Context: an optimization exercise on an open-source flow, tuned for small area. The choices shown serve that exercise and are no tape-out recipe.
Where RTL was checked, it was by simulation tests only, not by an equivalence proof against the original.
The RTL of run 5 was laid out without a check of its function.
Power figures rest on the tool's default switching activity, not on a simulated workload. The clock port is modelled as an ideal driver; clocking choices that lean on that would not hold on a real chip.

<file path="flow/config.mk">
export PLATFORM = sky130hd
export DESIGN_NAME = eeprom_ctrl
export DESIGN_NICKNAME = eeprom_ctrl
export VERILOG_FILES = /design/flow/design.v
export SDC_FILE = /design/flow/constraint.sdc
export NUM_CORES = 4
export LEC_CHECK = 0
export CAP_MARGIN = 20
export CORE_MARGIN = 2
export CORE_UTILIZATION = 40
export SLEW_MARGIN = 20
</file>
<file path="flow/constraint.sdc">
create_clock -name core_clock -period 5.0 [get_ports {i_clk}]
set_input_delay 1.0000 -clock core_clock [delete_from_list [all_inputs] [get_ports {i_clk}]]
set_output_delay 1.0000 -clock core_clock [all_outputs]
set_load 0.01 [all_outputs]
</file>
<file path="flow/design.v">
package eeprom_cfg_pkg;
    localparam int DEV_W     = 3;
    localparam int BUS_DEV_W = 7;
    localparam logic [BUS_DEV_W-DEV_W-1:0] DEV_PREFIX = '0;
    localparam int ADDR_W = 16;
    localparam int LEN_W  = 8;
    localparam int DATA_W = 8;
    localparam int FIFO_DEPTH = 256;
    typedef logic [DATA_W-1:0] data_t;
    typedef logic [ADDR_W-1:0] addr_t;
    typedef logic [LEN_W-1:0]  len_t;
endpackage
package eeprom_op_pkg;
    typedef enum logic [1:0] {
        OP_WRITE = 2'd1,
        OP_READ  = 2'd2
    } op_type_e;
    typedef enum logic [3:0] {
        ST_IDLE   = 4'd0,    
        ST_REST   = 4'd1,    
        ST_ISSUE  = 4'd2,    
        ST_WAIT   = 4'd3,    
        ST_NEXT   = 4'd4,    
        ST_SET0   = 4'd5,    
        ST_SET1   = 4'd6,
        ST_SET2   = 4'd7,
        ST_SET3   = 4'd8,
        ST_FIRST  = 4'd9,    
        ST_DRAIN  = 4'd10    
    } seq_state_e;
endpackage
`timescale 1ns/100ps
module sync_fifo #(
    parameter int WIDTH = eeprom_cfg_pkg::DATA_W,
    parameter int DEPTH = eeprom_cfg_pkg::FIFO_DEPTH - 1
) (
    input  logic             i_clk,
    input  logic             i_push,
    input  logic [WIDTH-1:0] i_din,
    input  logic [7:0]       i_sel,
    input  logic             i_take,
    output logic [WIDTH-1:0] o_dout
);
    logic [DEPTH*WIDTH-1:0]     mem;
    logic [(DEPTH+1)*WIDTH-1:0] rd;
    always_ff @(posedge i_clk)
    begin
        if (i_push)
            mem <= {mem[(DEPTH-1)*WIDTH-1:0], i_din};
    end
    assign rd     = {mem[DEPTH*WIDTH-1 -: WIDTH], mem};
    always_ff @(posedge i_clk)
    begin
        if (i_take)
            o_dout <= rd[i_sel*WIDTH +: WIDTH];
    end
endmodule
`timescale 1ns/100ps
module eeprom_op_sequencer (
    input  logic                                i_clk,
    input  logic                                i_rst,
    input  logic [eeprom_cfg_pkg::DEV_W-1:0]     i_req_dev,
    input  eeprom_cfg_pkg::addr_t                i_req_addr,
    input  eeprom_cfg_pkg::len_t                 i_req_len,
    input  logic [1:0]                          i_req_type,
    input  logic                                i_req_valid,
    output logic                                o_req_ready,
    output logic [eeprom_cfg_pkg::BUS_DEV_W-1:0] o_op_dev,
    output eeprom_cfg_pkg::addr_t                o_op_addr,
    output eeprom_cfg_pkg::len_t                 o_op_len,
    output logic [1:0]                          o_op_type,
    output logic                                o_op_valid,
    input  logic                                i_op_ready,
    input  logic                                i_push,
    input  logic                                i_pull,
    output logic [7:0]                          o_cnt,
    output logic                                o_take,
    output logic                                o_sop,
    output logic                                o_eop,
    output logic                                o_valid
);
    eeprom_op_pkg::seq_state_e state;
    eeprom_op_pkg::seq_state_e state_nxt;
    logic [eeprom_cfg_pkg::DEV_W-1:0] dev_q;
    eeprom_cfg_pkg::len_t              len_q;
    logic                              is_read;
    logic                              ready_d;
    logic                              accept;
    logic                              take;
    logic                              ready_rise;
    logic                              drain;
    logic                              cnt_last;
    assign o_req_ready = (state == eeprom_op_pkg::ST_IDLE);
    assign o_op_valid  = (state == eeprom_op_pkg::ST_ISSUE);
    assign o_sop       = (state == eeprom_op_pkg::ST_FIRST);
    assign o_valid     = (state == eeprom_op_pkg::ST_FIRST) || (state == eeprom_op_pkg::ST_DRAIN);
    assign cnt_last    = (o_cnt == 8'hff);
    assign o_eop       = o_valid && cnt_last;
    assign accept     = i_req_valid && o_req_ready;
    assign take       = o_op_valid && i_op_ready;
    assign ready_rise = i_op_ready && !ready_d;
    assign drain      = (state == eeprom_op_pkg::ST_SET3) || (o_valid && !cnt_last);
    assign o_take     = i_pull || drain;
    assign o_op_dev  = {eeprom_cfg_pkg::DEV_PREFIX, dev_q};
    assign o_op_type = is_read ? eeprom_op_pkg::OP_READ : eeprom_op_pkg::OP_WRITE;
    assign o_op_len  = is_read ? eeprom_cfg_pkg::len_t'(1) : len_q;
    always_comb
    begin
        state_nxt = state;
        case (state)
            eeprom_op_pkg::ST_IDLE:
                if (accept)
                    state_nxt = eeprom_op_pkg::ST_ISSUE;
            eeprom_op_pkg::ST_REST:
                state_nxt = eeprom_op_pkg::ST_IDLE;
            eeprom_op_pkg::ST_ISSUE:
                if (take)
                    state_nxt = eeprom_op_pkg::ST_WAIT;
            eeprom_op_pkg::ST_WAIT:
                if (ready_rise)
                begin
                    if (!is_read)
                        state_nxt = eeprom_op_pkg::ST_REST;
                    else if (o_cnt == len_q - 1'b1)
                        state_nxt = eeprom_op_pkg::ST_SET0;
                    else
                        state_nxt = eeprom_op_pkg::ST_NEXT;
                end
            eeprom_op_pkg::ST_NEXT:
                state_nxt = eeprom_op_pkg::ST_ISSUE;
            eeprom_op_pkg::ST_SET0:
                state_nxt = eeprom_op_pkg::ST_SET1;
            eeprom_op_pkg::ST_SET1:
                state_nxt = eeprom_op_pkg::ST_SET2;
            eeprom_op_pkg::ST_SET2:
                state_nxt = eeprom_op_pkg::ST_SET3;
            eeprom_op_pkg::ST_SET3:
                state_nxt = eeprom_op_pkg::ST_FIRST;
            eeprom_op_pkg::ST_FIRST, eeprom_op_pkg::ST_DRAIN:
                state_nxt = cnt_last ? eeprom_op_pkg::ST_REST : eeprom_op_pkg::ST_DRAIN;
            default:
                state_nxt = eeprom_op_pkg::ST_IDLE;
        endcase
    end
    always_ff @(posedge i_clk or posedge i_rst)
    begin
        if (i_rst)
        begin
            state   <= eeprom_op_pkg::ST_IDLE;
            ready_d <= 1'b1;
            o_cnt   <= '1;
        end
        else
        begin
            state   <= state_nxt;
            ready_d <= i_op_ready;
            if (i_push)
                o_cnt <= o_cnt + 1'b1;
            else if (o_take)
                o_cnt <= o_cnt - 1'b1;
        end
    end
    always_ff @(posedge i_clk)
    begin
        if (accept)
        begin
            len_q     <= i_req_len;
            dev_q     <= i_req_dev;
            o_op_addr <= i_req_addr;
            is_read   <= (i_req_type == eeprom_op_pkg::OP_READ);
        end
        else if (state == eeprom_op_pkg::ST_NEXT)
            o_op_addr <= o_op_addr + 1'b1;
    end
endmodule
`timescale 1ns/100ps
module eeprom_ctrl (
    input  logic                                i_clk,
    input  logic                                i_rst,
    output logic [eeprom_cfg_pkg::BUS_DEV_W-1:0] o_operation_device,
    output eeprom_cfg_pkg::addr_t                o_operation_addr,
    output eeprom_cfg_pkg::len_t                 o_operation_len,
    output logic [1:0]                          o_operation_type,
    output logic                                o_operation_valid,
    input  logic                                i_operation_ready,
    output eeprom_cfg_pkg::data_t                o_write_data,
    input  logic                                i_write_req,
    input  eeprom_cfg_pkg::data_t                i_read_data,
    input  logic                                i_read_valid,
    input  logic [eeprom_cfg_pkg::DEV_W-1:0]     i_user_device_addr,
    input  eeprom_cfg_pkg::addr_t                i_user_operate_addr,
    input  eeprom_cfg_pkg::len_t                 i_user_operate_len,
    input  logic [1:0]                          i_user_operate_type,
    input  logic                                i_user_operate_valid,
    output logic                                o_user_operate_ready,
    input  eeprom_cfg_pkg::data_t                i_user_write_data,
    input  logic                                i_user_write_valid,
    output eeprom_cfg_pkg::data_t                o_user_read_data,
    output logic                                o_user_read_sop,
    output logic                                o_user_read_eop,
    output logic                                o_user_read_valid
);
    logic                  push;
    eeprom_cfg_pkg::data_t din;
    eeprom_cfg_pkg::data_t dout;
    logic [7:0]            cnt;
    logic                  take;
    assign push = i_user_write_valid || i_read_valid;
    assign din  = i_read_valid ? i_read_data : i_user_write_data;
    sync_fifo u_store (
        .i_clk  (i_clk),
        .i_push (push),
        .i_din  (din),
        .i_sel  (cnt),
        .i_take (take),
        .o_dout (dout)
    );
    assign o_write_data     = dout;
    assign o_user_read_data = dout;
    eeprom_op_sequencer u_sequencer (
        .i_clk       (i_clk),
        .i_rst       (i_rst),
        .i_req_dev   (i_user_device_addr),
        .i_req_addr  (i_user_operate_addr),
        .i_req_len   (i_user_operate_len),
        .i_req_type  (i_user_operate_type),
        .i_req_valid (i_user_operate_valid),
        .o_req_ready (o_user_operate_ready),
        .o_op_dev    (o_operation_device),
        .o_op_addr   (o_operation_addr),
        .o_op_len    (o_operation_len),
        .o_op_type   (o_operation_type),
        .o_op_valid  (o_operation_valid),
        .i_op_ready  (i_operation_ready),
        .i_push      (push),
        .i_pull      (i_write_req),
        .o_cnt       (cnt),
        .o_take      (take),
        .o_sop       (o_user_read_sop),
        .o_eop       (o_user_read_eop),
        .o_valid     (o_user_read_valid)
    );
endmodule
</file>
<file path="flow/run.sh">
#!/bin/bash
# synth_recipe.tcl (not shown) runs the flow's synth.tcl, then flattens the netlist and writes it again
# the make line also repeats each setting of config.mk as NAME=value (left out here)
make -C /OpenROAD-flow-scripts/flow DESIGN_CONFIG=/design/flow/config.mk WORK_HOME=/design/flow/orfs CLKGATE_MAP_FILE= SYNTH_SCRIPT=/design/flow/synth_recipe.tcl finish
</file>
==> run summary, run 1 <==
RUN STATUS
----------------------------------------------------------------------------------------
Run status                                              no timing/DRC/antenna violations

SYNTHESIS
----------------------------------------------------------------------------------------
FF+latch count, synth                                                               2089
Area share of the largest cell type after synthesis                                77.1%
Most common library cells after synthesis                                   edfxtp_1, mux4_2, mux2i_1
Count leader, synth                                                             edfxtp_1
Count of flip-flops with a built-in enable after synthesis                          2076
Ys async rst share                                                                0.622%
Main flop type after synthesis                                                  edfxtp_1
Largest area contributor in the synthesized netlist                             edfxtp_1
Mapped cell area                                                              80800 um^2
Top cells by area in the synthesized netlist                                edfxtp_1, mux4_2, mux2i_1
Synthesized area divided by synthesized cell count                             21.4 um^2
Share of the yosys chip area belonging to registers                                77.6%
Syn Inst Count                                                                      3777
Post-synth cell types                                                                 70
Warnings, synthesis                                                                    2

CLOCK NETWORK
----------------------------------------------------------------------------------------
Resized Gates After CTS                                                                0
Post-CTS setup buffers                                                                 0
Worst-Skew Late Latency                                                          0.85 ns
Sink count of the clock tree                                                        2089
Clock-pin slew of the registers on the worst-case setup and hold paths           0.06 ns
TritonCTS clock tree                                                               built
Clock Tree Buf Depth                                                                   3
Maximum level of the CTS H-tree                                                        4
Buffer cell driving the clock tree root                                        clkbuf_16
Post-CTS Hold Fix Bufs                                                                 0
CTS Buf Count                                                                        206

PLACED DESIGN
----------------------------------------------------------------------------------------
Number of buffers inserted by port buffering                                         101
Gpl congestion                                                                     0.765
DP Area                                                                       85300 um^2
HPWL reported at the end of detailed placement                                 102000 um

SETUP PATH
----------------------------------------------------------------------------------------
Worst setup SP type                                                             register
Crit path max fanout                                                                  21
Data required time of the worst path                                             4.00 ns
CP Capture Type                                                               output pin
Arr. time, crit path                                                             3.47 ns
Crit Path Category                                                          register to output pin

GLOBAL ROUTING
----------------------------------------------------------------------------------------
Wire length of the first global-routing pass                                   259000 um
Global-route congestion overflow total                                                 0
Maximum number of pins on one net before global-route repair                         192
Total routing resource utilization after global routing                            16.6%
Vias in the first global route                                                     38600
Number of antenna violations at the first check in global routing                      2

FLOORPLANNING
----------------------------------------------------------------------------------------
Placeable core region                                                        200000 um^2
Overall die width                                                                 453 um
Floorplan die area                                                           206000 um^2
Initial standard-cell utilization of the core                                      40.4%
Height of the chip                                                                453 um
Top-level I/O count                                                                  106
Std-Cell Rows                                                                        164

TIMING
----------------------------------------------------------------------------------------
Unrepaired setup endpoints after global routing                                       no
Actual transition at the worst max-transition pin                                1.13 ns
Worst slew margin                                                                  24.4%
Achievable Freq                                                                  224 MHz
Worst-case hold slack                                                           0.409 ns
Setup violations, final                                                                0
Portion of the clock cycle consumed by the worst path in the final layout          89.5%
Min cycle time layout                                                            4.47 ns
Post-route clock skew                                                          0.0430 ns
Final Max Slew Viols                                                                   0
Number of hold-slack violations in the final timing report                             0
Post-route setup TNS                                                                0 ns

DRT
----------------------------------------------------------------------------------------
Initial drt markers                                                                 4638
DR vias/cell                                                                        5.69
Wire length per cell after detailed routing                                      25.4 um
DRT Wirelength                                                                 174000 um
Antenna viol nets, final                                                               0
Total iterations of the first detailed-routing run                                     6
DRC violations left                                                                    0
Vias after detailed routing                                                        38900

FINAL LAYOUT
----------------------------------------------------------------------------------------
Share of cells above drive strength 1                                              21.9%
Area Growth Syn to Fin                                                             13.9%
Final Net Count                                                                     4069
Post-layout instance area                                                     92000 um^2
Number of inserted filler cells in the final layout                                16700

RUN
----------------------------------------------------------------------------------------
Max-cap violations                                                                     0

PWR
----------------------------------------------------------------------------------------
Peak supply drop                                                              0.000448 V
Static leakage                                                                   31.4 nW
PD cells                                                                     580 nW/um^2

MIN PATH
----------------------------------------------------------------------------------------
Worst hold path type                                                        register to register

cell usage in the layout (no fill, tap or decap), drive strengths merged, types with 8 or more instances in the layout:
master and instances:
a22oi 95, clkinv 97, nand4 12, nand3 36, a31oi 11, o22ai 44
a2111oi 8, clkdlybuf4s50 100, mux4 415, dfstp 9, mux2i 196, mux2 32
bufinv 18, clkinvlp 8, a21oi 84, buf 137, nor2 64, o221ai 29
o22a 8, nor2b 20, nor3 13, o21ai 42, inv 26, xor2 14
ha 8, a211oi 41, a22o 18, nand2b 9, nand2 131, a221oi 19
clkbuf 252, xnor2 19, edfxtp 2076
state kept, by name, summed over array words and instances (netlist names):
name	flops
u_sequencer.o_op_addr	16
u_sequencer.len_q	8
u_sequencer.dev_q	3
u_store.mem	2040
u_sequencer.o_cnt	8
u_store.o_dout	8
u_sequencer.state	4
u_sequencer.ready_d	1
u_sequencer.is_read	1
critical path, cell delays in order, from the launching register on:
cell and delay (ns):
dfstp_4 0.95, inv_2 0.12, or4_1 0.76, nor3_1 0.24, clkdlybuf4s50_1 0.57
layout make-up:
| class | instances | area, um^2 | share of cell area (%) |
|---|---|---|---|
| clock inverter | 127 | 1330 | 1.45 |
| antenna | 1 | 2.50 | 0.00272 |
| multi-input combinational | 1452 | 16800 | 18.2 |
| tap | 2656 | 3320 | 3.61 |
| sequential | 2089 | 62700 | 68.1 |
| inverter | 22 | 82.6 | 0.0897 |
| timing repair buffer | 237 | 2460 | 2.67 |
| clock buffer | 252 | 5370 | 5.83 |
final timing paths:
path	from	endpoint	slack [ns]	cells after the start
max	u_sequencer.o_cnt[0]$_DFFE_PP1P_	o_user_read_eop	0.53	4
min	u_store.mem[1973]$_DFFE_PN_	u_store.mem[1981]$_DFFE_PN_	0.41	0
max reg2reg	u_sequencer.o_cnt[0]$_DFFE_PP1P_	u_store.o_dout[6]$_DFFE_PP_	1.12	6
min reg2reg	u_store.mem[1973]$_DFFE_PN_	u_store.mem[1981]$_DFFE_PN_	0.41	0
max in group asynchronous	i_rst	u_sequencer.state[0]$_DFFE_PP0P_	4.02	2
min in group asynchronous	i_rst	u_sequencer.state[2]$_DFFE_PP0P_	0.56	2
per-layer routing:
metal	vias up	share of wire [%]	GRT usage (%)
met4	0	1.6	3.70
met1	21000	47	25.5
met2	1317	46	24.9
met5	-	0	0
li1	16400	-	-
met3	218	5.7	2.80
kinds of logic after synthesis:
kind of cell,share of synthesized area (%)
flops,77.6
fa+ha+maj,0.163
simple gates,1.81
xor+xnor,0.358
compound gates,3.86
other cells,0.00464
mux,14.4
buf+inv,1.81
report_power, final:
group	internal [W]	total, W	switching (W)
combinational	0.00651	0.0146	0.00806
clock	0.00862	0.0153	0.00673
sequential	0.0219	0.0235	0.00154
total	0.0371	0.0534	0.0163
stage by stage:
step / cells / util [%] / power (W) / setup WS (ns)
floorplan: 3780 / - / 0.0335 / -15.69
global placement: 6455 / 42.6 / 0.0385 / 1.03
detailed placement: 6456 / 42.6 / 0.0385 / 1.03
CTS: 6835 / 45.9 / 0.0541 / 0.426
global route: 6835 / 45.9 / 0.0557 / 0.363
finish: 6836 / 45.9 / 0.0534 / 0.527
==> inputs of run 2 (changes only) <==
--- a/flow/design.v
+++ b/flow/design.v
@@ -42,17 +42,37 @@
     output logic [WIDTH-1:0] o_dout
 );
     logic [DEPTH*WIDTH-1:0]     mem;
-    logic [(DEPTH+1)*WIDTH-1:0] rd;
     always_ff @(posedge i_clk)
     begin
         if (i_push)
             mem <= {mem[(DEPTH-1)*WIDTH-1:0], i_din};
     end
-    assign rd     = {mem[DEPTH*WIDTH-1 -: WIDTH], mem};
+    logic [15:0]      lo_hit;
+    logic [15:0]      hi_hit;
+    logic [WIDTH-1:0] grp [16];
+    logic [WIDTH-1:0] pick;
+    always_comb
+    begin
+        for (int i = 0; i < 16; i++)
+        begin
+            lo_hit[i] = (i_sel[3:0] == 4'(i));
+            hi_hit[i] = (i_sel[7:4] == 4'(i));
+        end
+        for (int g = 0; g < 16; g++)
+        begin
+            grp[g] = '0;
+            for (int i = 0; i < 16; i++)
+                if (g*16 + i < DEPTH)
+                    grp[g] = grp[g] | ({WIDTH{lo_hit[i]}} & mem[(g*16 + i)*WIDTH +: WIDTH]);
+        end
+        pick = '0;
+        for (int g = 0; g < 16; g++)
+            pick = pick | ({WIDTH{hi_hit[g]}} & grp[g]);
+    end
     always_ff @(posedge i_clk)
     begin
         if (i_take)
-            o_dout <= rd[i_sel*WIDTH +: WIDTH];
+            o_dout <= pick;
     end
 endmodule
 `timescale 1ns/100ps
==> flow/flow/run.sh (new file) <==
#!/bin/bash
# Layout flow: the standard layout, with three changes
#  - synthesis maps the logic with an area-oriented ABC script (flow/area.abc);
#    the Yosys steps, and so the registers and their names, are the standard ones
#  - the port buffers are the smallest buffer
#  - the clock tree uses bigger sink clusters and no dummy loads
# Each make run writes its full output to a log of its own here.
set -euo pipefail
W=$(pwd)
export MY_ABC_SCRIPT="$W/flow/area.abc"
ARGS=(
  "SYNTH_SCRIPT=$W/flow/synth.tcl"
  "BUFFER_PORTS_ARGS=-buffer_cell sky130_fd_sc_hd__buf_1"
  "CTS_ARGS=-sink_clustering_enable -repair_clock_nets -sink_clustering_size 30 -sink_clustering_max_diameter 100 -buf_list sky130_fd_sc_hd__clkbuf_16 -dont_use_dummy_load"
)
bash standard.sh "${ARGS[@]}" synth > "$W/synth.log" 2>&1
bash standard.sh "${ARGS[@]}" finish > "$W/layout.log" 2>&1
test -s "$W/out/final.def"
==> flow/flow/area.abc (new file) <==
&get -n
&st
&dch
&nf -R 1000
&put
==> flow/flow/synth.tcl (new file) <==
proc synth {args} { yosys synth -nofsm -noshare {*}$args }
proc abc {args} {
  set i [lsearch -exact $args -script]
  if { $i >= 0 } { lset args [expr {$i + 1}] $::env(MY_ABC_SCRIPT) }
  yosys abc {*}$args
}
source $::env(SCRIPTS_DIR)/synth.tcl
# left out here: clear keep_hierarchy, flatten, clean up, hide names made inside functions, write 1_2_yosys.v
==> flow/standard.sh (new file) <==
#!/bin/bash
# synth_recipe.tcl (not shown) runs the flow's synth.tcl, then flattens the netlist and writes it again
# the make line also repeats each setting of config.mk as NAME=value (left out here)
make -C /OpenROAD-flow-scripts/flow DESIGN_CONFIG=/design/flow/config.mk WORK_HOME=/design/flow/orfs CLKGATE_MAP_FILE= SYNTH_SCRIPT=/design/flow/synth_recipe.tcl "${@:-finish}"
--- a/flow/config.mk
+++ b/flow/config.mk
@@ -7,5 +7,5 @@
 export LEC_CHECK = 0
 export CAP_MARGIN = 20
 export CORE_MARGIN = 2
-export CORE_UTILIZATION = 40
+export CORE_UTILIZATION = 50
 export SLEW_MARGIN = 20
removed: flow/run.sh
==> run summary, run 2 <==
RUN STATUS
----------------------------------------------------------------------------------------
Run status                                              no timing/DRC/antenna violations

GLOBAL ROUTING
----------------------------------------------------------------------------------------
Total routing resource utilization after global routing                            23.4%   +6.8 points
Wire length of the first global-routing pass                                   264000 um   +1.8%
Maximum number of pins on one net before global-route repair                         201   +4.7%
Vias in the first global route                                                     38400   -0.62%
Number of antenna violations at the first check in global routing                      6   +4
Global-route congestion overflow total                                                 0   unchanged

PWR
----------------------------------------------------------------------------------------
Switching share of total power                                                     30.0%   -0.54 points
Switching power of the nets                                                     0.0121 W   -26%
Static leakage                                                                   26.6 nW   -15%
Share of power burned in registers                                                 58.2%   +14 points
Combinational fraction of design power                                             22.3%   -5.0 points
Final Power                                                                     0.0401 W   -25%
Peak supply drop                                                              0.000304 V   -32%
Clock Power Share                                                                  19.5%   -9.2 points
Internal power component                                                        0.0281 W   -24%
PD cells                                                                     500 nW/um^2   -14%

SYNTHESIS
----------------------------------------------------------------------------------------
Largest area contributor in the synthesized netlist                             edfxtp_1
FF+latch count, synth                                                               2089   unchanged
Area share of the largest cell type after synthesis                                84.4%   +7.2 points
Ys async rst share                                                                0.622%   unchanged
Warnings, synthesis                                                                    3   +1
Count leader, synth                                                             edfxtp_1
Count of flip-flops with a built-in enable after synthesis                          2076   unchanged
Synthesized area divided by synthesized cell count                             20.2 um^2   -5.5%
Main flop type after synthesis                                                  edfxtp_1
Most common library cells after synthesis                                   edfxtp_1, a222oi_1, a22oi_1
Share of the yosys chip area belonging to registers                                84.8%   +7.3 points
Mapped cell area                                                              73900 um^2   -8.6%
Syn Inst Count                                                                      3654   -3.3%
Top cells by area in the synthesized netlist                                edfxtp_1, a222oi_1, a22oi_1
Post-synth cell types                                                                 45   -36%

FLOORPLANNING
----------------------------------------------------------------------------------------
Std-Cell Rows                                                                        141   -14%
Overall die width                                                                 388 um   -14%
Top-level I/O count                                                                  106   unchanged
Floorplan die area                                                           151000 um^2   -27%
Placeable core region                                                        147000 um^2   -26%
Initial standard-cell utilization of the core                                      50.2%   +9.8 points
Height of the chip                                                                388 um   -14%

TIMING
----------------------------------------------------------------------------------------
Worst slew margin                                                                  20.2%   -4.3 points
Achievable Freq                                                                  231 MHz   +3.5%
Setup violations, final                                                                0   unchanged
Final Max Slew Viols                                                                   0   unchanged
Unrepaired setup endpoints after global routing                                       no
Number of hold-slack violations in the final timing report                             0   unchanged
Post-route clock skew                                                          0.0667 ns   +0.0237 ns
Post-route setup slack                                                          0.680 ns   +0.153 ns
Portion of the clock cycle consumed by the worst path in the final layout          86.4%   -3.1 points
Min cycle time layout                                                            4.32 ns   -0.153 ns
Actual transition at the worst max-transition pin                                1.20 ns   +0.0675 ns

FINAL LAYOUT
----------------------------------------------------------------------------------------
Number of flip-flops under the largest register name                                2040   unchanged
Share of cells above drive strength 1                                              6.60%   -15 points
Largest registers ranked by flip-flop count                                 u_store.mem x2040, u_sequencer.o_op_addr x16
Final Net Count                                                                     4031   -0.93%
Leading cell type in the layout, fill and taps excluded                         edfxtp_1
Register name with the most flops                                            u_store.mem
Most frequent cells in the layout                                           edfxtp_1, a222oi_1, a22oi_1
Fraction of the core area covered by cells at the end of the flow                  54.5%   +8.6 points
Area Growth Syn to Fin                                                             8.72%

CLOCK NETWORK
----------------------------------------------------------------------------------------
Worst-Skew Late Latency                                                          0.75 ns   -0.10 ns
Post-CTS setup buffers                                                                 0   unchanged
Resized Gates After CTS                                                                0   unchanged
TritonCTS clock tree                                                               built
Clock Tree Buf Depth                                                                   3   unchanged
Buffer cell driving the clock tree root                                        clkbuf_16
Clock-pin slew of the registers on the worst-case setup and hold paths           0.11 ns   +0.05 ns
Post-CTS Hold Fix Bufs                                                                 0   unchanged
CTS Buf Count                                                                         80   -61%
Maximum level of the CTS H-tree                                                        3   -1
Sink count of the clock tree                                                        2089   unchanged

DRT
----------------------------------------------------------------------------------------
Vias after detailed routing                                                        40100   +3.1%
Total iterations of the first detailed-routing run                                    11   +5
DRT Wirelength                                                                 181000 um   +4.0%
DRC violations left                                                                    0   unchanged
Wire length per cell after detailed routing                                      30.6 um   +20%
DR vias/cell                                                                        6.79   +19%
Antenna viol nets, final                                                               0   unchanged
Initial drt markers                                                                 7081   +53%

PLACED DESIGN
----------------------------------------------------------------------------------------
Minimum setup slack after placement                                             0.654 ns   -0.373 ns
HPWL reported at the end of detailed placement                                 103000 um   +1.5%
Gpl congestion                                                                     0.787   +2.8%
Number of buffers inserted by port buffering                                         101   unchanged

SETUP PATH
----------------------------------------------------------------------------------------
CP Capture Type                                                                 register
Length in cells of the worst reg-to-reg path                                          13   +7
Worst setup startpoint                                                      u_sequencer.o_cnt[1]$_DFFE_PP1P_
Reg-to-reg critical path startpoint                                         u_sequencer.o_cnt[1]$_DFFE_PP1P_
Crit Path Category                                                          register to register
Arr. time, crit path                                                             4.77 ns   +1.30 ns
Data required time of the worst path                                             5.45 ns   +1.45 ns
Worst setup SP type                                                             register
Crit path max fanout                                                                  16   -24%

MIN PATH
----------------------------------------------------------------------------------------
Worst hold path type                                                        primary input to async pin

RUN
----------------------------------------------------------------------------------------
Max-cap violations                                                                     0   unchanged

[run 2: changes by cell type after synthesis, sizes merged, moves of 75 or more]
cell,previous run,this run
mux2i,196,0
a22oi,95,242
buf,148,13
nand2,131,214
nand4,12,102
a221o,0,75
a222oi,0,377
mux4,415,0
[run 2: cell type report]
cell class	instances	area, um^2
diodes	3	7.51
well taps	1930	2410
clock buffers	80	2000
repair buffers	244	1860
inverters	13	75.1
flip-flops and latches	2089	62700
fillers	11300	67000
multi-input cells	1542	11300
[run 2: power by group through the flow]
| stage | combinational, W | sequential (W) | clock (W) |
|---|---|---|---|
| finish | 0.00895 | 0.0233 | 0.00784 |
| global route | 0.00967 | 0.0236 | 0.00855 |
| CTS | 0.00901 | 0.0233 | 0.00805 |
| detailed placement | 0.00899 | 0.0237 | 0 |
| global placement | 0.00894 | 0.0236 | 0 |
| floorplan | 0.00533 | 0.0232 | 0 |
[run 2: kinds of logic (layout without fill, tap and decap cells)]
family / after synthesis / count (layout) / share of synthesized area, %
fa+ha+maj: 9 / 9 / 0.163
mux: 8 / 8 / 0.122
other cells: 1 / 7 / 0.00508
xor+xnor: 34 / 34 / 0.403
simple gates: 562 / 562 / 3.62
compound gates: 925 / 925 / 10.7
flops: 2089 / 2089 / 84.8
buf+inv: 26 / 337 / 0.198
[run 2: worst paths after layout]
check	to	slack (ns)
min in group core_clock	u_store.mem[1197]$_DFFE_PN_	0.39
max reg2reg	u_store.o_dout[4]$_DFFE_PP_	0.68
max	u_store.o_dout[4]$_DFFE_PP_	0.68
max in group asynchronous	u_sequencer.ready_d$_DFF_PP1_	4.28
min reg2reg	u_store.mem[1197]$_DFFE_PN_	0.39
min	u_sequencer.state[3]$_DFFE_PP0P_	0.38
[run 2: per-layer routing]
layer	wire length [um]	vias up	share of wire [%]	GRT usage, %
li1	-	16800	-	-
met4	3460	0	1.9	4.94
met5	0	-	0	0
met3	14700	169	8.1	2.74
met1	78900	21200	44	36.6
met2	83700	1975	46	35.9
[run 2: critical path, cell delays in order (launching register included)]
cell and delay, ns:
dfstp_2 0.75, clkinv_1 0.17, nand2_1 0.33, nor3_4 0.12
buf_4 0.25, a222oi_1 0.33, nand3_1 0.12, a221o_1 0.27
a221o_1 0.26, a221o_1 0.26, a221oi_1 0.53, o21ai_0 0.32
nor4_1 0.24, nand2_1 0.08
[run 2: through the flow]
stage               hold slack (ns)  area [um^2]  setup TNS (ns)  std cells
global route                  0.384        80300               0       5898
global placement              0.427        78300               0       5816
detailed placement            0.431        78300               0       5817
CTS                           0.340        80300               0       5897
finish                        0.381        80300               0       5901
floorplan                     0.425        74000        -1800.49       3657
==> inputs of run 3 (changes only) <==
--- a/flow/flow/run.sh
+++ b/flow/flow/run.sh
@@ -11,7 +11,7 @@
 ARGS=(
   "SYNTH_SCRIPT=$W/flow/synth.tcl"
   "BUFFER_PORTS_ARGS=-buffer_cell sky130_fd_sc_hd__buf_1"
-  "CTS_ARGS=-sink_clustering_enable -repair_clock_nets -sink_clustering_size 30 -sink_clustering_max_diameter 100 -buf_list sky130_fd_sc_hd__clkbuf_16 -dont_use_dummy_load"
+  "CTS_ARGS=-sink_clustering_enable -repair_clock_nets -sink_clustering_size 24 -sink_clustering_max_diameter 80 -buf_list sky130_fd_sc_hd__clkbuf_16 -dont_use_dummy_load"
 )
 bash standard.sh "${ARGS[@]}" synth > "$W/synth.log" 2>&1
 bash standard.sh "${ARGS[@]}" finish > "$W/layout.log" 2>&1
==> run summary, run 3 <==
SETUP PATH
----------------------------------------------------------------------------------------
Worst setup SP type                                                             register
Reg2Reg Capture Point                                                       u_store.o_dout[6]$_DFFE_PP_
Length in cells of the worst reg-to-reg path                                          11   -2
CP Capture Type                                                                 register
Worst setup startpoint                                                      u_sequencer.o_cnt[1]$_DFFE_PP1P_
Reg-to-reg critical path startpoint                                         u_sequencer.o_cnt[1]$_DFFE_PP1P_
Data required time of the worst path                                             5.44 ns   about the same
Setup slack on the worst flop-to-flop path                                       0.66 ns   -0.02 ns
Arr. time, crit path                                                             4.78 ns   about the same
Crit Path Category                                                          register to register
Crit path max fanout                                                                  16   unchanged

TIMING
----------------------------------------------------------------------------------------
Final Max Slew Viols                                                                   0   unchanged
Post-route clock skew                                                          0.0926 ns   +0.0258 ns
Number of hold-slack violations in the final timing report                             0   unchanged
Unrepaired setup endpoints after global routing                                       no
Post-route setup TNS                                                                0 ns   unchanged
Setup violations, final                                                                0   unchanged
Min cycle time layout                                                            4.34 ns   +0.0243 ns
Achievable Freq                                                                  230 MHz   -0.56%
Actual transition at the worst max-transition pin                                1.16 ns   -0.0371 ns
Worst slew margin                                                                  22.6%   +2.5 points
Post-route setup slack                                                          0.655 ns   -0.0243 ns
Portion of the clock cycle consumed by the worst path in the final layout          86.9%   +0.49 points

DRT
----------------------------------------------------------------------------------------
Antenna viol nets, final                                                               0   unchanged
Initial drt markers                                                                 7185   +1.5%
DRT Wirelength                                                                 181000 um   +0.42%
DRC violations left                                                                    0   unchanged
Wire length per cell after detailed routing                                      30.6 um   about the same
DR vias/cell                                                                        6.77   -0.30%
Total iterations of the first detailed-routing run                                     7   -4
Vias after detailed routing                                                        40200   +0.15%

PWR
----------------------------------------------------------------------------------------
Peak supply drop                                                              0.000310 V   +1.9%
Static leakage                                                                   26.9 nW   +1.1%
PD cells                                                                     508 nW/um^2   +1.7%
Final Power                                                                     0.0411 W   +2.4%

FINAL LAYOUT
----------------------------------------------------------------------------------------
Non-Filler Instances                                                                5928   +0.46%
Final Net Count                                                                     4054   +0.57%
Largest registers ranked by flip-flop count                                 u_store.mem x2040, u_sequencer.o_op_addr x16
Number of flip-flops under the largest register name                                2040   unchanged
Leading cell type in the layout, fill and taps excluded                         edfxtp_1
Most frequent cells in the layout                                           edfxtp_1, a222oi_1, a22oi_1
Register name with the most flops                                            u_store.mem
Area Growth Syn to Fin                                                             9.52%
Fraction of the core area covered by cells at the end of the flow                  54.9%   +0.40 points
Share of cells above drive strength 1                                              7.14%   +0.54 points

CLOCK NETWORK
----------------------------------------------------------------------------------------
Maximum level of the CTS H-tree                                                        3   unchanged
Buffer cell driving the clock tree root                                        clkbuf_16
CTS Buf Count                                                                        103   +29%
Clock-pin slew of the registers on the worst-case setup and hold paths           0.09 ns   -0.02 ns
Sink count of the clock tree                                                        2089   unchanged
TritonCTS clock tree                                                               built
Resized Gates After CTS                                                                0   unchanged
Post-CTS Hold Fix Bufs                                                                 0   unchanged
Clock Tree Buf Depth                                                                   3   unchanged
Post-CTS setup buffers                                                                 0   unchanged
Worst-Skew Late Latency                                                          0.77 ns   +0.02 ns

PLACED DESIGN
----------------------------------------------------------------------------------------
Minimum setup slack after placement                                             0.654 ns   unchanged
HPWL reported at the end of detailed placement                                 103000 um   unchanged
Placed insts                                                                        5817   unchanged
Gpl congestion                                                                     0.787   unchanged
Number of buffers inserted by port buffering                                         101   unchanged

SYNTHESIS
----------------------------------------------------------------------------------------
Warnings, synthesis                                                                    3   unchanged
Count leader, synth                                                             edfxtp_1
Share of the yosys chip area belonging to registers                                84.8%   unchanged
Syn Inst Count                                                                      3654   unchanged
Synthesized area divided by synthesized cell count                             20.2 um^2   unchanged
Most common library cells after synthesis                                   edfxtp_1, a222oi_1, a22oi_1
Top cells by area in the synthesized netlist                                edfxtp_1, a222oi_1, a22oi_1
Count of flip-flops with a built-in enable after synthesis                          2076   unchanged
Mapped cell area                                                              73900 um^2   unchanged
FF+latch count, synth                                                               2089   unchanged
Main flop type after synthesis                                                  edfxtp_1
Post-synth cell types                                                                 45   unchanged
Largest area contributor in the synthesized netlist                             edfxtp_1
Ys async rst share                                                                0.622%   unchanged
Area share of the largest cell type after synthesis                                84.4%   unchanged

FLOORPLANNING
----------------------------------------------------------------------------------------
Overall die width                                                                 388 um   unchanged
Height of the chip                                                                388 um   unchanged
Std-Cell Rows                                                                        141   unchanged
Initial standard-cell utilization of the core                                      50.2%   unchanged
Floorplan die area                                                           151000 um^2   unchanged
Placeable core region                                                        147000 um^2   unchanged
Top-level I/O count                                                                  106   unchanged

GLOBAL ROUTING
----------------------------------------------------------------------------------------
Global Route met3 Usage                                                            2.84%   +0.10 points
GR Layer Usage met1                                                                36.8%   +0.12 points
Met2 usage in global routing                                                       36.0%   +0.081 points
Vias in the first global route                                                     38500   +0.39%
Layer carrying the most global-route usage                                          met1
Wire length of the first global-routing pass                                   265000 um   +0.42%
Maximum number of pins on one net before global-route repair                         201   unchanged
Number of antenna violations at the first check in global routing                      7   +1
Global-route congestion overflow total                                                 0   unchanged
Total routing resource utilization after global routing                            23.6%   +0.11 points

RUN
----------------------------------------------------------------------------------------
Max-cap violations                                                                     0   unchanged

MIN PATH
----------------------------------------------------------------------------------------
Worst hold path type                                                        primary input to async pin

RUN STATUS
----------------------------------------------------------------------------------------
Run status                                              no timing/DRC/antenna violations

[run 3: changes by cell type in the layout (fill, tap and decap cells not counted), sizes merged]
cell and change:
clkbuf +23, diode +4
[run 3: worst max-delay path by stage]
stage	end	cells past startpoint	slack, ns
finish	u_store.o_dout[6]$_DFFE_PP_	11	0.66
global route	u_store.o_dout[4]$_DFFE_PP_	13	0.38
CTS	u_store.o_dout[6]$_DFFE_PP_	11	0.63
detailed placement	u_store.o_dout[6]$_DFFE_PP_	11	0.65
global placement	u_store.o_dout[6]$_DFFE_PP_	11	0.72
floorplan	u_sequencer.o_cnt[6]$_DFFE_PP1P_	8	-2.03
[run 3: area by class of cell]
cell class,instances,area (um^2)
antenna,7,17.5
fill,11200,66400
sequential,2089,62700
timing repair buffer,244,1860
clock buffer,103,2580
multi-input combinational,1542,11300
tap,1930,2410
inverter,13,75.1
[run 3: logic make-up after synthesis]
group | after synthesis | synth area share, %
and+or+nand+nor | 562 | 3.62
adders and majority gates | 9 | 0.163
other | 1 | 0.00508
AOI/OAI and AO/OA | 925 | 10.7
buffers and inverters | 26 | 0.198
xor gates and xnor gates | 34 | 0.403
muxes | 8 | 0.122
DFF | 2089 | 84.8
[run 3: critical path, cell delays in order (launching register included)]
cell      delay (ns)
dfstp_2         0.73
clkinv_1        0.18
nand2_1         0.32
nor2_4          0.24
buf_4           0.24
a222oi_1        0.28
and3_1          0.23
nand3_1         0.08
a221o_1         0.27
a221oi_1        0.58
o221ai_1        0.46
or3_1           0.45
[run 3: where the power goes]
part / switching [W] / total [W] / leakage (nW) / internal, W
clock network: 0.00514 / 0.00880 / 1.27 / 0.00367
logic: 0.00570 / 0.00897 / 4.26 / 0.00327
registers: 0.00143 / 0.0233 / 21.4 / 0.0219
total: 0.0123 / 0.0411 / 26.9 / 0.0289
[run 3: per-layer routing]
layer | share of wire [%] | routed length [um]
met1 | 43 | 78400
met2 | 46 | 84000
met3 | 8.6 | 15600
met4 | 1.9 | 3460
met5 | 0 | 0
[run 3: stage by stage]
stage | instance area (um^2) | hold slack (ns)
6_report | 80900 | 0.379
5_1_grt | 80900 | 0.375
3_5_place_dp | 78300 | 0.431
4_1_cts | 80900 | 0.319
2_1_floorplan | 74000 | 0.425
3_3_place_gp | 78300 | 0.427
==> inputs of run 4 (changes only) <==
--- a/flow/flow/run.sh
+++ b/flow/flow/run.sh
@@ -11,7 +11,7 @@
 ARGS=(
   "SYNTH_SCRIPT=$W/flow/synth.tcl"
   "BUFFER_PORTS_ARGS=-buffer_cell sky130_fd_sc_hd__buf_1"
-  "CTS_ARGS=-sink_clustering_enable -repair_clock_nets -sink_clustering_size 24 -sink_clustering_max_diameter 80 -buf_list sky130_fd_sc_hd__clkbuf_16 -dont_use_dummy_load"
+  "CTS_ARGS=-sink_clustering_enable -repair_clock_nets -sink_clustering_size 27 -sink_clustering_max_diameter 90 -buf_list sky130_fd_sc_hd__clkbuf_16 -dont_use_dummy_load"
 )
 bash standard.sh "${ARGS[@]}" synth > "$W/synth.log" 2>&1
 bash standard.sh "${ARGS[@]}" finish > "$W/layout.log" 2>&1
--- a/flow/config.mk
+++ b/flow/config.mk
@@ -5,7 +5,7 @@
 export SDC_FILE = /design/flow/constraint.sdc
 export NUM_CORES = 4
 export LEC_CHECK = 0
-export CAP_MARGIN = 20
+export CAP_MARGIN = 0
 export CORE_MARGIN = 2
 export CORE_UTILIZATION = 50
-export SLEW_MARGIN = 20
+export SLEW_MARGIN = 0
==> run summary, run 4 <==
RUN STATUS
------------------------------------------------------------------------------------------
Run status                                                no timing/DRC/antenna violations

SYNTHESIS
------------------------------------------------------------------------------------------
Synthesized area divided by synthesized cell count                               20.2 um^2   unchanged
Share of synthesized cell area in full adder, half adder and majority cells         0.163%   unchanged
Most common library cells after synthesis                                     edfxtp_1, a222oi_1, a22oi_1
Syn Inst Count                                                                        3654   unchanged
Post-Synth Simple-Gate Area                                                          3.62%   unchanged
Share of the yosys chip area belonging to registers                                  84.8%   unchanged
Largest family of logic cells by synthesized area                             compound AO/OA/AOI/OAI gates
Count of flip-flops with a built-in enable after synthesis                            2076   unchanged
Share of synthesized area spent on multiplexers                                     0.122%   unchanged
FF+latch count, synth                                                                 2089   unchanged
Synth Area in XOR/XNOR                                                              0.403%   unchanged
Ys async rst share                                                                  0.622%   unchanged
Top cells by area in the synthesized netlist                                  edfxtp_1, a222oi_1, a22oi_1
Share of the synthesized area in compound gates (AO/OA/AOI/OAI)                      10.7%   unchanged
Warnings, synthesis                                                                      3   unchanged
Count leader, synth                                                               edfxtp_1
Post-synth cell types                                                                   45   unchanged
Mapped cell area                                                                73900 um^2   unchanged
Area share of the largest cell type after synthesis                                  84.4%   unchanged
Main flop type after synthesis                                                    edfxtp_1
Largest area contributor in the synthesized netlist                               edfxtp_1

TIMING
------------------------------------------------------------------------------------------
Final Max Slew Viols                                                                     0   unchanged
Achievable Freq                                                                    229 MHz   -0.44%
Post-route setup TNS                                                                  0 ns   unchanged
Actual transition at the worst max-transition pin                                  1.16 ns   -0.00168 ns
Unrepaired setup endpoints after global routing                                         no
Post-route clock skew                                                            0.0659 ns   -0.0267 ns
Min cycle time layout                                                              4.36 ns   +0.0194 ns
Portion of the clock cycle consumed by the worst path in the final layout            87.3%   +0.39 points
Worst slew margin                                                                    22.7%   +0.11 points
Setup violations, final                                                                  0   unchanged
Number of hold-slack violations in the final timing report                               0   unchanged

DRT
------------------------------------------------------------------------------------------
Total iterations of the first detailed-routing run                                      11   +4
Antenna viol nets, final                                                                 0   unchanged
DRT Wirelength                                                                   181000 um   -0.31%
DR vias/cell                                                                          6.80   +0.42%
Vias after detailed routing                                                          40200   +0.14%
Wire length per cell after detailed routing                                        30.6 um   about the same
Initial drt markers                                                                   7457   +3.8%
DRC violations left                                                                      0   unchanged

CLOCK NETWORK
------------------------------------------------------------------------------------------
Clock-pin slew of the registers on the worst-case setup and hold paths             0.11 ns   +0.02 ns
Resized Gates After CTS                                                                  0   unchanged
Clock Tree Buf Depth                                                                     3   unchanged
Maximum level of the CTS H-tree                                                          3   unchanged
Buffer cell driving the clock tree root                                          clkbuf_16
Post-CTS Hold Fix Bufs                                                                   0   unchanged
Post-CTS setup buffers                                                                   0   unchanged
TritonCTS clock tree                                                                 built
Worst-Skew Late Latency                                                            0.73 ns   -0.04 ns
Sink count of the clock tree                                                          2089   unchanged
CTS Buf Count                                                                           89   -14%

FLOORPLANNING
------------------------------------------------------------------------------------------
Top-level I/O count                                                                    106   unchanged
Floorplan die area                                                             151000 um^2   unchanged
Initial standard-cell utilization of the core                                        50.2%   unchanged
Std-Cell Rows                                                                          141   unchanged
Overall die width                                                                   388 um   unchanged
Placeable core region                                                          147000 um^2   unchanged
Height of the chip                                                                  388 um   unchanged

GLOBAL ROUTING
------------------------------------------------------------------------------------------
Maximum number of pins on one net before global-route repair                           201   unchanged
Vias in the first global route                                                       38500   -0.20%
Wire length of the first global-routing pass                                     264000 um   -0.31%
Global-route congestion overflow total                                                   0   unchanged
Total routing resource utilization after global routing                              23.5%   -0.079 points
Number of antenna violations at the first check in global routing                        7   unchanged

PWR
------------------------------------------------------------------------------------------
PD cells                                                                       503 nW/um^2   -1.0%
Peak supply drop                                                                0.000338 V   +9.3%
Static leakage                                                                     26.7 nW   -0.69%

FINAL LAYOUT
------------------------------------------------------------------------------------------
Fraction of the core area covered by cells at the end of the flow                    54.7%   -0.26 points
Number of flip-flops under the largest register name                                  2040   unchanged
Register name with the most flops                                              u_store.mem
Most frequent cells in the layout                                             edfxtp_1, a222oi_1, a22oi_1
Share of cells above drive strength 1                                                6.79%   -0.35 points
Largest registers ranked by flip-flop count                                   u_store.mem x2040, u_sequencer.o_op_addr x16
Final Net Count                                                                       4039   -0.37%
Leading cell type in the layout, fill and taps excluded                           edfxtp_1
Area Growth Syn to Fin                                                               9.00%

PLACED DESIGN
------------------------------------------------------------------------------------------
Number of buffers inserted by port buffering                                           101   unchanged
Gpl congestion                                                                       0.787   unchanged
HPWL reported at the end of detailed placement                                   103000 um   unchanged

SETUP PATH
------------------------------------------------------------------------------------------
Worst setup SP type                                                               register
Slowest cell on the critical path                                                  dfstp_2
Arr. time, crit path                                                               4.81 ns   +0.03 ns
Cell breakdown of the critical path                                           clkinv_1, nand2_1, nor2_4, buf_4, a222oi_1, and3_1, nand3_1, a221o_1, a221oi_1, o221ai_1, or3_1
Critical path buffers and inverters                                                      2   unchanged
Data required time of the worst path                                               5.45 ns   about the same
Largest delay share family, worst path                                        compound AO/OA/AOI/OAI gates
CP Capture Type                                                                   register
Delay contributed by the slowest stage of the critical path                        0.74 ns   about the same
Crit Path Category                                                            register to register
Crit path max fanout                                                                    16   unchanged

MIN PATH
------------------------------------------------------------------------------------------
Worst hold path type                                                          register to register

RUN
------------------------------------------------------------------------------------------
Max-cap violations                                                                       0   unchanged

==> run 4: power breakdown <==
group          internal [W]  switching (W)  leakage, nW
sequential           0.0219        0.00143         21.4
combinational       0.00326        0.00570         4.25
clock               0.00320        0.00499         1.10
total                0.0284         0.0121         26.7
==> run 4: path summary, 6_finish.rpt <==
kind,cells past startpoint,endpoint,startpoint,slack (ns)
worst max-delay path,11,u_store.o_dout[6]$_DFFE_PP_,u_sequencer.o_cnt[1]$_DFFE_PP1P_,0.64
worst min-delay path,0,u_store.mem[1197]$_DFFE_PN_,u_store.mem[1189]$_DFFE_PN_,0.39
worst max register to register,11,u_store.o_dout[6]$_DFFE_PP_,u_sequencer.o_cnt[1]$_DFFE_PP1P_,0.64
worst min register to register,0,u_store.mem[1197]$_DFFE_PN_,u_store.mem[1189]$_DFFE_PN_,0.39
max in group asynchronous,2,u_sequencer.o_cnt[5]$_DFFE_PP1P_,i_rst,4.28
min in group asynchronous,2,u_sequencer.state[2]$_DFFE_PP0P_,i_rst,0.40
==> run 4: logic make-up after synthesis <==
| group | count (synthesis) |
|---|---|
| buf+inv | 26 |
| compound gates | 925 |
| mux | 8 |
| fa+ha+maj | 9 |
| xor+xnor | 34 |
| flops | 2089 |
| simple gates | 562 |
| other cells | 1 |
==> run 4: per-stage QoR <==
| step | cells | total power (W) | hold WS [ns] | cell area, um^2 | setup WS, ns |
|---|---|---|---|---|---|
| after floorplan | 3657 | 0.0285 | 0.425 | 74000 | -2.03 |
| after global placement | 5816 | 0.0325 | 0.427 | 78300 | 0.725 |
| after detailed placement | 5817 | 0.0326 | 0.431 | 78300 | 0.654 |
| after CTS | 5906 | 0.0408 | 0.334 | 80500 | 0.602 |
| after global routing | 5906 | 0.0422 | 0.350 | 80500 | 0.360 |
| final | 5911 | 0.0405 | 0.385 | 80500 | 0.636 |
==> run 4: worst register-to-register path, cell delays in order (launching register included) <==
cell and delay [ns]:
dfstp_2 0.74, clkinv_1 0.18, nand2_1 0.33, nor2_4 0.24, buf_4 0.24, a222oi_1 0.29
and3_1 0.23, nand3_1 0.08, a221o_1 0.27, a221oi_1 0.58, o221ai_1 0.45, or3_1 0.45
==> run 4: final cells by class <==
class                   instances  area (um^2)
inverters                      13         75.1
multi-input cells            1542        11300
flip-flops and latches       2089        62700
diodes                          5         12.5
fillers                     11300        66800
clock buffers                  89         2230
well taps                    1930         2410
repair buffers                243         1840
==> run 4: per-layer routing <==
| metal | wire length (um) | GRT usage [%] | vias up |
|---|---|---|---|
| met5 | 0 | 0 | - |
| met4 | 3420 | 4.81 | 0 |
| li1 | - | - | 16800 |
| met2 | 83700 | 36.0 | 2062 |
| met1 | 78500 | 36.7 | 21200 |
| met3 | 15300 | 2.72 | 186 |
==> inputs of run 5 (changes only) <==
--- a/flow/design.v
+++ b/flow/design.v
@@ -47,26 +47,25 @@
         if (i_push)
             mem <= {mem[(DEPTH-1)*WIDTH-1:0], i_din};
     end
-    logic [15:0]      lo_hit;
-    logic [15:0]      hi_hit;
-    logic [WIDTH-1:0] grp [16];
+    logic [31:0]      lo_hit;
+    logic [7:0]      hi_hit;
+    logic [WIDTH-1:0] grp [8];
     logic [WIDTH-1:0] pick;
     always_comb
     begin
-        for (int i = 0; i < 16; i++)
-        begin
-            lo_hit[i] = (i_sel[3:0] == 4'(i));
-            hi_hit[i] = (i_sel[7:4] == 4'(i));
-        end
-        for (int g = 0; g < 16; g++)
+        for (int i = 0; i < 32; i++)
+            lo_hit[i] = (i_sel[4:0] == 5'(i));
+        for (int i = 0; i < 8; i++)
+            hi_hit[i] = (i_sel[7:5] == 3'(i));
+        for (int g = 0; g < 8; g++)
         begin
             grp[g] = '0;
-            for (int i = 0; i < 16; i++)
-                if (g*16 + i < DEPTH)
-                    grp[g] = grp[g] | ({WIDTH{lo_hit[i]}} & mem[(g*16 + i)*WIDTH +: WIDTH]);
+            for (int i = 0; i < 32; i++)
+                if (g*32 + i < DEPTH)
+                    grp[g] = grp[g] | ({WIDTH{lo_hit[i]}} & mem[(g*32 + i)*WIDTH +: WIDTH]);
         end
         pick = '0;
-        for (int g = 0; g < 16; g++)
+        for (int g = 0; g < 8; g++)
             pick = pick | ({WIDTH{hi_hit[g]}} & grp[g]);
     end
     always_ff @(posedge i_clk)
==> run summary, run 5 <==
GLOBAL ROUTING
----------------------------------------------------------------------------------------
Wire length of the first global-routing pass                                   263000 um   -0.60%
Total routing resource utilization after global routing                            23.5%   +0.063 points
Maximum number of pins on one net before global-route repair                         208   +3.5%
Vias in the first global route                                                     37900   -1.5%
Global-route congestion overflow total                                                 0   unchanged
Number of antenna violations at the first check in global routing                      2   -5

DRT
----------------------------------------------------------------------------------------
Initial drt markers                                                                 7475   +0.24%
DRC violations left                                                                    0   unchanged
Total iterations of the first detailed-routing run                                    10   -1
Wire length per cell after detailed routing                                      30.7 um   +0.36%
DRT Wirelength                                                                 182000 um   +0.58%
Antenna viol nets, final                                                               0   unchanged
Vias after detailed routing                                                        40100   -0.21%
DR vias/cell                                                                        6.77   -0.43%

PWR
----------------------------------------------------------------------------------------
Combinational fraction of design power                                             17.4%   -4.7 points
Peak supply drop                                                              0.000276 V   -18%
Share of power burned in registers                                                 61.2%   +3.6 points
Switching share of total power                                                     28.5%   -1.4 points
Final Power                                                                     0.0381 W   -5.9%
Internal power component                                                        0.0273 W   -4.0%
Switching power of the nets                                                     0.0109 W   -10%
Static leakage                                                                   26.5 nW   -0.78%
PD cells                                                                     475 nW/um^2   -5.5%
Clock Power Share                                                                  21.4%   +1.2 points

SYNTHESIS
----------------------------------------------------------------------------------------
Count of flip-flops with a built-in enable after synthesis                          2076   unchanged
Count leader, synth                                                             edfxtp_1
Post-synth cell types                                                                 44   -2.2%
Synthesized area divided by synthesized cell count                             20.0 um^2   -0.89%
Most common library cells after synthesis                                   edfxtp_1, a222oi_1, a22oi_1
Syn Inst Count                                                                      3685   +0.85%
FF+latch count, synth                                                               2089   unchanged
Mapped cell area                                                              73800 um^2   about the same
Area share of the largest cell type after synthesis                                84.4%   about the same
Largest area contributor in the synthesized netlist                             edfxtp_1
Top cells by area in the synthesized netlist                                edfxtp_1, a222oi_1, a22oi_1
Share of the yosys chip area belonging to registers                                84.9%   about the same
Warnings, synthesis                                                                    3   unchanged
Main flop type after synthesis                                                  edfxtp_1
Ys async rst share                                                                0.622%   unchanged

FINAL LAYOUT
----------------------------------------------------------------------------------------
Leading cell type in the layout, fill and taps excluded                         edfxtp_1
Total area of sequential cells                                                62700 um^2   unchanged
Area occupied by multi-input gates                                            11300 um^2   -0.34%
Register name with the most flops                                            u_store.mem
Diode count                                                                            0   -5
Final Net Count                                                                     4057   +0.45%
Area Growth Syn to Fin                                                             8.60%
Most frequent cells in the layout                                           edfxtp_1, a222oi_1, a22oi_1
Largest registers ranked by flip-flop count                                 u_store.mem x2040, u_sequencer.o_op_addr x16
Share of cells above drive strength 1                                              6.69%   -0.11 points
Non-Filler Instances                                                                5924   +0.22%
Number of inserted filler cells in the final layout                                11300   +0.75%
Number of flip-flops under the largest register name                                2040   unchanged

PLACED DESIGN
----------------------------------------------------------------------------------------
HPWL reported at the end of detailed placement                                 103000 um   -0.37%
Number of buffers inserted by port buffering                                         101   unchanged
Minimum setup slack after placement                                              1.05 ns   +0.399 ns
Placed insts                                                                        5836   +0.33%
Gpl congestion                                                                     0.793   +0.76%

FLOORPLANNING
----------------------------------------------------------------------------------------
Placeable core region                                                        147000 um^2   -0.12%
Floorplan die area                                                           151000 um^2   about the same
Overall die width                                                                 388 um   about the same
Top-level I/O count                                                                  106   unchanged
Height of the chip                                                                388 um   about the same
Std-Cell Rows                                                                        141   unchanged
Initial standard-cell utilization of the core                                      50.2%   about the same

SETUP PATH
----------------------------------------------------------------------------------------
Cell breakdown of the critical path                                         clkinv_1, nor2_1, and3_4, and3_1, buf_1
Worst setup SP type                                                             register
Largest delay share family, worst path                                      simple AND/OR/NAND/NOR gates
Slowest cell on the critical path                                                dfstp_2
Critical path buffers and inverters                                                    2   unchanged
Delay contributed by the slowest stage of the critical path                      0.69 ns   -0.05 ns
Crit path max fanout                                                                  26   +10
Crit Path Category                                                          register to output pin
CP Capture Type                                                               output pin
Arr. time, crit path                                                             3.12 ns   -1.69 ns
Data required time of the worst path                                             4.00 ns   -1.45 ns

CLOCK NETWORK
----------------------------------------------------------------------------------------
Clock Tree Buf Depth                                                                   3   unchanged
Resized Gates After CTS                                                                0   unchanged
Worst-Skew Late Latency                                                          0.74 ns   about the same
Buffer cell driving the clock tree root                                        clkbuf_16
Post-CTS Hold Fix Bufs                                                                 0   unchanged
Maximum level of the CTS H-tree                                                        3   unchanged
Post-CTS setup buffers                                                                 0   unchanged
CTS Buf Count                                                                         88   -1.1%
TritonCTS clock tree                                                               built
Clock-pin slew of the registers on the worst-case setup and hold paths           0.10 ns   about the same
Sink count of the clock tree                                                        2089   unchanged

TIMING
----------------------------------------------------------------------------------------
Actual transition at the worst max-transition pin                                1.15 ns   -0.0104 ns
Portion of the clock cycle consumed by the worst path in the final layout          82.4%   -4.9 points
Number of hold-slack violations in the final timing report                             0   unchanged
Post-route clock skew                                                          0.0571 ns   -0.00879 ns
Post-route setup slack                                                          0.880 ns   +0.244 ns
Unrepaired setup endpoints after global routing                                       no
Achievable Freq                                                                  243 MHz   +5.9%
Setup violations, final                                                                0   unchanged
Worst slew margin                                                                  23.0%   +0.28 points
Final Max Slew Viols                                                                   0   unchanged
Min cycle time layout                                                            4.12 ns   -0.244 ns

RUN STATUS
----------------------------------------------------------------------------------------
Run status                                              no timing/DRC/antenna violations

RUN
----------------------------------------------------------------------------------------
Max-cap violations                                                                     0   unchanged

MIN PATH
----------------------------------------------------------------------------------------
Worst hold path type                                                        primary input to async pin

[run 5: cell types whose count changed after synthesis, moves of 9 or more]
cell | previous run | this run
o21ai_0 | 97 | 62
a221o_1 | 75 | 5
a222oi_1 | 377 | 360
o22ai_1 | 9 | 0
nor2_1 | 65 | 85
a22o_1 | 15 | 42
nand4_1 | 102 | 169
a21oi_1 | 23 | 33
a22oi_1 | 242 | 293
[run 5: cells by family (layout without fill, tap and decap cells)]
family                     after synthesis  count (layout)  share of synthesized area, %
AOI/OAI and AO/OA                      867             867                          9.90
adders and majority gates                9               9                         0.163
buffers and inverters                   25             331                         0.193
and+or+nand+nor                        655             655                          4.38
DFF                                   2089            2089                          84.9
muxes                                    9               9                         0.137
xor gates and xnor gates                30              30                         0.356
other                                    1               4                       0.00508
[run 5: worst register-to-register path: cells and delay by family (launching register included)]
family | cells | cell delay [ns]
simple gates | 8 | 1.56
flops | 1 | 0.69
compound gates | 2 | 0.83
buf+inv | 3 | 0.70
[run 5: worst paths after layout]
check / start / endpoint / slack (ns) / cells after the start
max reg2reg: u_sequencer.o_cnt[1]$_DFFE_PP1P_ / u_store.o_dout[4]$_DFFE_PP_ / 0.96 / 13
max in group asynchronous: i_rst / u_sequencer.o_cnt[0]$_DFFE_PP1P_ / 4.49 / 2
min: i_rst / u_sequencer.state[2]$_DFFE_PP0P_ / 0.18 / 2
min reg2reg: u_store.mem[62]$_DFFE_PN_ / u_store.mem[70]$_DFFE_PN_ / 0.41 / 0
min in group core_clock: i_operation_ready / u_sequencer.ready_d$_DFF_PP1_ / 0.37 / 1
max: u_sequencer.o_cnt[0]$_DFFE_PP1P_ / o_user_read_eop / 0.88 / 5
[run 5: through the flow]
stage / hold slack, ns / area [um^2] / setup TNS [ns] / utilization, %
final: 0.183 / 80200 / 0 / 54.5
after global routing: 0.182 / 80200 / 0 / 54.5
after CTS: 0.135 / 80200 / 0 / 54.5
after detailed placement: 0.431 / 78000 / 0 / 53.0
after global placement: 0.426 / 78000 / 0 / 53.0
after floorplan: 0.425 / 73900 / -1791.01 / -
[run 5: area by class of cell]
cell class                 count  share of cell area [%]
clock buffer                  88                    2.75
inverter                      12                  0.0889
multi-input combinational   1574                    14.0
sequential                  2089                    78.2
tap                         1930                    3.01
timing repair buffer         231                    1.97
[run 5: per-layer routing]
metal  vias to the layer above  share of wire [%]  track usage, %
li1                      16800                  -               -
met1                     21000                 43            36.0
met2                      2097                 46            36.0
met3                       215                9.0            3.73
met4                         0                2.1            5.04
met5                         -                  0               0
[run 5: power groups by stage]
stage	clock, W	sequential, W	combinational (W)
global route	0.00891	0.0235	0.00715
detailed placement	0	0.0236	0.00664
global placement	0	0.0236	0.00661
floorplan	0	0.0232	0.00372
finish	0.00818	0.0233	0.00663
CTS	0.00839	0.0233	0.00665
==> inputs of run 6 (changes only) <==
--- a/flow/design.v
+++ b/flow/design.v
@@ -48,9 +48,13 @@
             mem <= {mem[(DEPTH-1)*WIDTH-1:0], i_din};
     end
     logic [31:0]      lo_hit;
-    logic [7:0]      hi_hit;
+    logic [7:0]       hi_hit;
+    logic [WIDTH-1:0] trip [8][11];
     logic [WIDTH-1:0] grp [8];
     logic [WIDTH-1:0] pick;
+    function automatic logic [WIDTH-1:0] term(input int p, input logic s);
+        term = (p < DEPTH) ? ({WIDTH{s}} & mem[p*WIDTH +: WIDTH]) : '0;
+    endfunction
     always_comb
     begin
         for (int i = 0; i < 32; i++)
@@ -59,10 +63,17 @@
             hi_hit[i] = (i_sel[7:5] == 3'(i));
         for (int g = 0; g < 8; g++)
         begin
+            for (int t = 0; t < 11; t++)
+            begin
+                trip[g][t] = term(g*32 + 3*t, lo_hit[3*t]);
+                if (3*t + 1 < 32)
+                    trip[g][t] = trip[g][t] | term(g*32 + 3*t + 1, lo_hit[(3*t + 1) % 32]);
+                if (3*t + 2 < 32)
+                    trip[g][t] = trip[g][t] | term(g*32 + 3*t + 2, lo_hit[(3*t + 2) % 32]);
+            end
             grp[g] = '0;
-            for (int i = 0; i < 32; i++)
-                if (g*32 + i < DEPTH)
-                    grp[g] = grp[g] | ({WIDTH{lo_hit[i]}} & mem[(g*32 + i)*WIDTH +: WIDTH]);
+            for (int t = 0; t < 11; t++)
+                grp[g] = grp[g] | trip[g][t];
         end
         pick = '0;
         for (int g = 0; g < 8; g++)
==> run summary, run 6 <==
PLACED DESIGN
--------------------------------------------------------------------------------
Gpl congestion                                                             0.777   -2.1%

TIMING
--------------------------------------------------------------------------------
Final Max Slew Viols                                                           0   unchanged
Setup violations, final                                                        0   unchanged
Min cycle time layout                                                    4.39 ns   +0.270 ns
Unrepaired setup endpoints after global routing                               no

GLOBAL ROUTING
--------------------------------------------------------------------------------
Wire length of the first global-routing pass                           257000 um   -2.2%
Total routing resource utilization after global routing                    23.5%   -0.073 points
Maximum number of pins on one net before global-route repair                 217   +4.3%
Number of antenna violations at the first check in global routing              4   +2

SYNTHESIS
--------------------------------------------------------------------------------
Count leader, synth                                                     edfxtp_1
Ys async rst share                                                        0.622%   unchanged
Post-synth cell types                                                         42   -4.5%
Largest family of logic cells by synthesized area                   compound AO/OA/AOI/OAI gates
Post-Synth Simple-Gate Area                                                3.15%   -1.2 points
Synth Area in XOR/XNOR                                                    0.372%   +0.016 points
Share of the yosys chip area belonging to registers                        85.8%   +0.90 points
Top cells by area in the synthesized netlist                        edfxtp_1, a222oi_1, and4b_1
Share of the synthesized area in compound gates (AO/OA/AOI/OAI)            10.2%   +0.31 points
Count of flip-flops with a built-in enable after synthesis                  2076   unchanged
Share of synthesized area spent on multiplexers                           0.139%   +0.0015 points
Warnings, synthesis                                                            4   +1
Mapped cell area                                                      73100 um^2   -1.0%

SETUP PATH
--------------------------------------------------------------------------------
Reg-to-reg critical path startpoint                                 u_sequencer.o_cnt[3]$_DFFE_PP1P_
Setup slack on the worst flop-to-flop path                               0.61 ns   -0.35 ns
Cell breakdown of the critical path                                 nand2b_1, nor3_2, buf_4, buf_4, a222oi_1, nand4_1, and4b_1, and3_1, a31oi_1, or4_1, nor4_1, o21ai_0
Length in cells of the worst reg-to-reg path                                  12   -1
CP Capture Type                                                         register
Arr. time, crit path                                                     4.82 ns   +1.70 ns
Crit path max fanout                                                          33   +27%
Delay contributed by the slowest stage of the critical path              0.73 ns   +0.04 ns

DRT
--------------------------------------------------------------------------------
Initial drt markers                                                         8547   +14%
DR vias/cell                                                                7.06   +4.3%
Vias after detailed routing                                                39000   -2.9%

CLOCK NETWORK
--------------------------------------------------------------------------------
TritonCTS clock tree                                                       built
Buffer cell driving the clock tree root                                clkbuf_16
Post-CTS Hold Fix Bufs                                                         0   unchanged
Worst-Skew Late Latency                                                  0.72 ns   -0.02 ns

FINAL LAYOUT
--------------------------------------------------------------------------------
Number of inserted filler cells in the final layout                        11100   -2.5%
Number of flip-flops under the largest register name                        2040   unchanged
Total area of sequential cells                                        62700 um^2   unchanged
Register name with the most flops                                    u_store.mem
Share of cells above drive strength 1                                      6.47%   -0.21 points

PWR
--------------------------------------------------------------------------------
PD cells                                                             487 nW/um^2   +2.5%
Static leakage                                                           25.5 nW   -3.6%
Final Power                                                             0.0386 W   +1.2%

FLOORPLANNING
--------------------------------------------------------------------------------
Height of the chip                                                        386 um   -0.52%
Initial standard-cell utilization of the core                              50.3%   +0.069 points

RUN STATUS
--------------------------------------------------------------------------------
Run status                                      no timing/DRC/antenna violations

RUN
--------------------------------------------------------------------------------
Max-cap violations                                                             0   unchanged

## run 6: cell count changes after synthesis, moves of 63 or more
cell / before / now
a222oi_1: 360 / 640
and4b_1: 0 / 63
nand2_1: 210 / 29
a22oi_1: 293 / 35
nand4_1: 169 / 89
nand3_1: 92 / 11
## run 6: how the worst max path moves through the flow
stage	start	endpoint	slack (ns)	cells after the start
6_report	u_sequencer.o_cnt[3]$_DFFE_PP1P_	u_store.o_dout[4]$_DFFE_PP_	0.61	12
5_1_grt	u_sequencer.o_cnt[3]$_DFFE_PP1P_	u_store.o_dout[4]$_DFFE_PP_	0.53	12
4_1_cts	u_sequencer.o_cnt[3]$_DFFE_PP1P_	u_store.o_dout[4]$_DFFE_PP_	0.72	12
3_5_place_dp	u_sequencer.o_cnt[3]$_DFFE_PP1P_	u_store.o_dout[4]$_DFFE_PP_	0.74	12
3_3_place_gp	u_sequencer.o_cnt[1]$_DFFE_PP1P_	u_store.o_dout[3]$_DFFE_PP_	0.73	12
2_1_floorplan	i_read_valid	u_sequencer.o_cnt[6]$_DFFE_PP1P_	-2.03	8
## run 6: where the power goes
group / switching, W / leakage [nW] / internal [W]
combinational: 0.00463 / 3.12 / 0.00259
sequential: 0.00139 / 21.3 / 0.0219
clock: 0.00493 / 1.07 / 0.00314
## run 6: critical path, delay by kind of cell (launching register included)
| kind | cells | cell delay (ns) |
|---|---|---|
| simple gates | 7 | 1.93 |
| buf+inv | 2 | 0.70 |
| compound gates | 3 | 0.71 |
| flops | 1 | 0.73 |
## run 6: cell type report
cell class	count	share of cell area, %
multi-input cells	1212	13.2
flip-flops and latches	2089	79.1
repair buffers	201	1.82
diodes	1	0.00316
inverters	12	0.0900
well taps	1917	3.03
clock buffers	87	2.75
## run 6: cells by family (layout without fill, tap and decap cells)
logic type	Yosys count	after routing
xor+xnor	31	31
simple gates	361	361
flops	2089	2089
fa+ha+maj	9	9
compound gates	798	798
mux	9	9
buf+inv	25	300
other cells	1	5
## run 6: layer usage
layer | share of wire (%) | track usage [%]
met1 | 42 | 36.3
met5 | 0.0073 | 0
met4 | 2.0 | 4.90
met2 | 46 | 35.7
met3 | 9.8 | 3.60
## run 6: through the flow
stage	utilization (%)	cell area, um^2	TNS [ns]	setup WS [ns]	hold slack [ns]
after floorplan	-	73100	-1792.89	-2.03	0.425
after detailed placement	53.0	77000	0	0.736	0.431
after global placement	53.0	77000	0	0.730	0.428
after CTS	54.5	79200	0	0.718	0.184
final	54.5	79200	0	0.609	0.221
after global routing	54.5	79200	0	0.530	0.198

==> separate check: timing with driven ports <==
The flow's constraints put no driver on any port. The routed layouts listed below were extracted and timed again, unchanged, in two steps.
Step 1 assumes that a clkbuf_16 drives the clock port and a buf_2 every other input.
Step 2 also shifts input and output timing later by t, the mid clock arrival at the registers, as if the neighbouring blocks saw the same clock.
a / b / c = no drivers / after step 1 / after step 2; a / b = the first two.
| run | t (ns) | slack for setup (ns) |
|---|---|---|
| run 1 | 0.907 | 0.527 / 0.445 / 1.122 |
| run 2 | 0.785 | 0.680 / 0.680 / 0.680 |
| run 3 | 0.799 | 0.655 / 0.655 / 0.655 |
| run 4 | 0.764 | 0.636 / 0.636 / 0.636 |
| run 5 | 0.792 | 0.880 / 0.797 / 0.962 |
| run 6 | 0.768 | 0.609 / 0.609 / 0.609 |
After both steps every run listed still meets setup and hold.
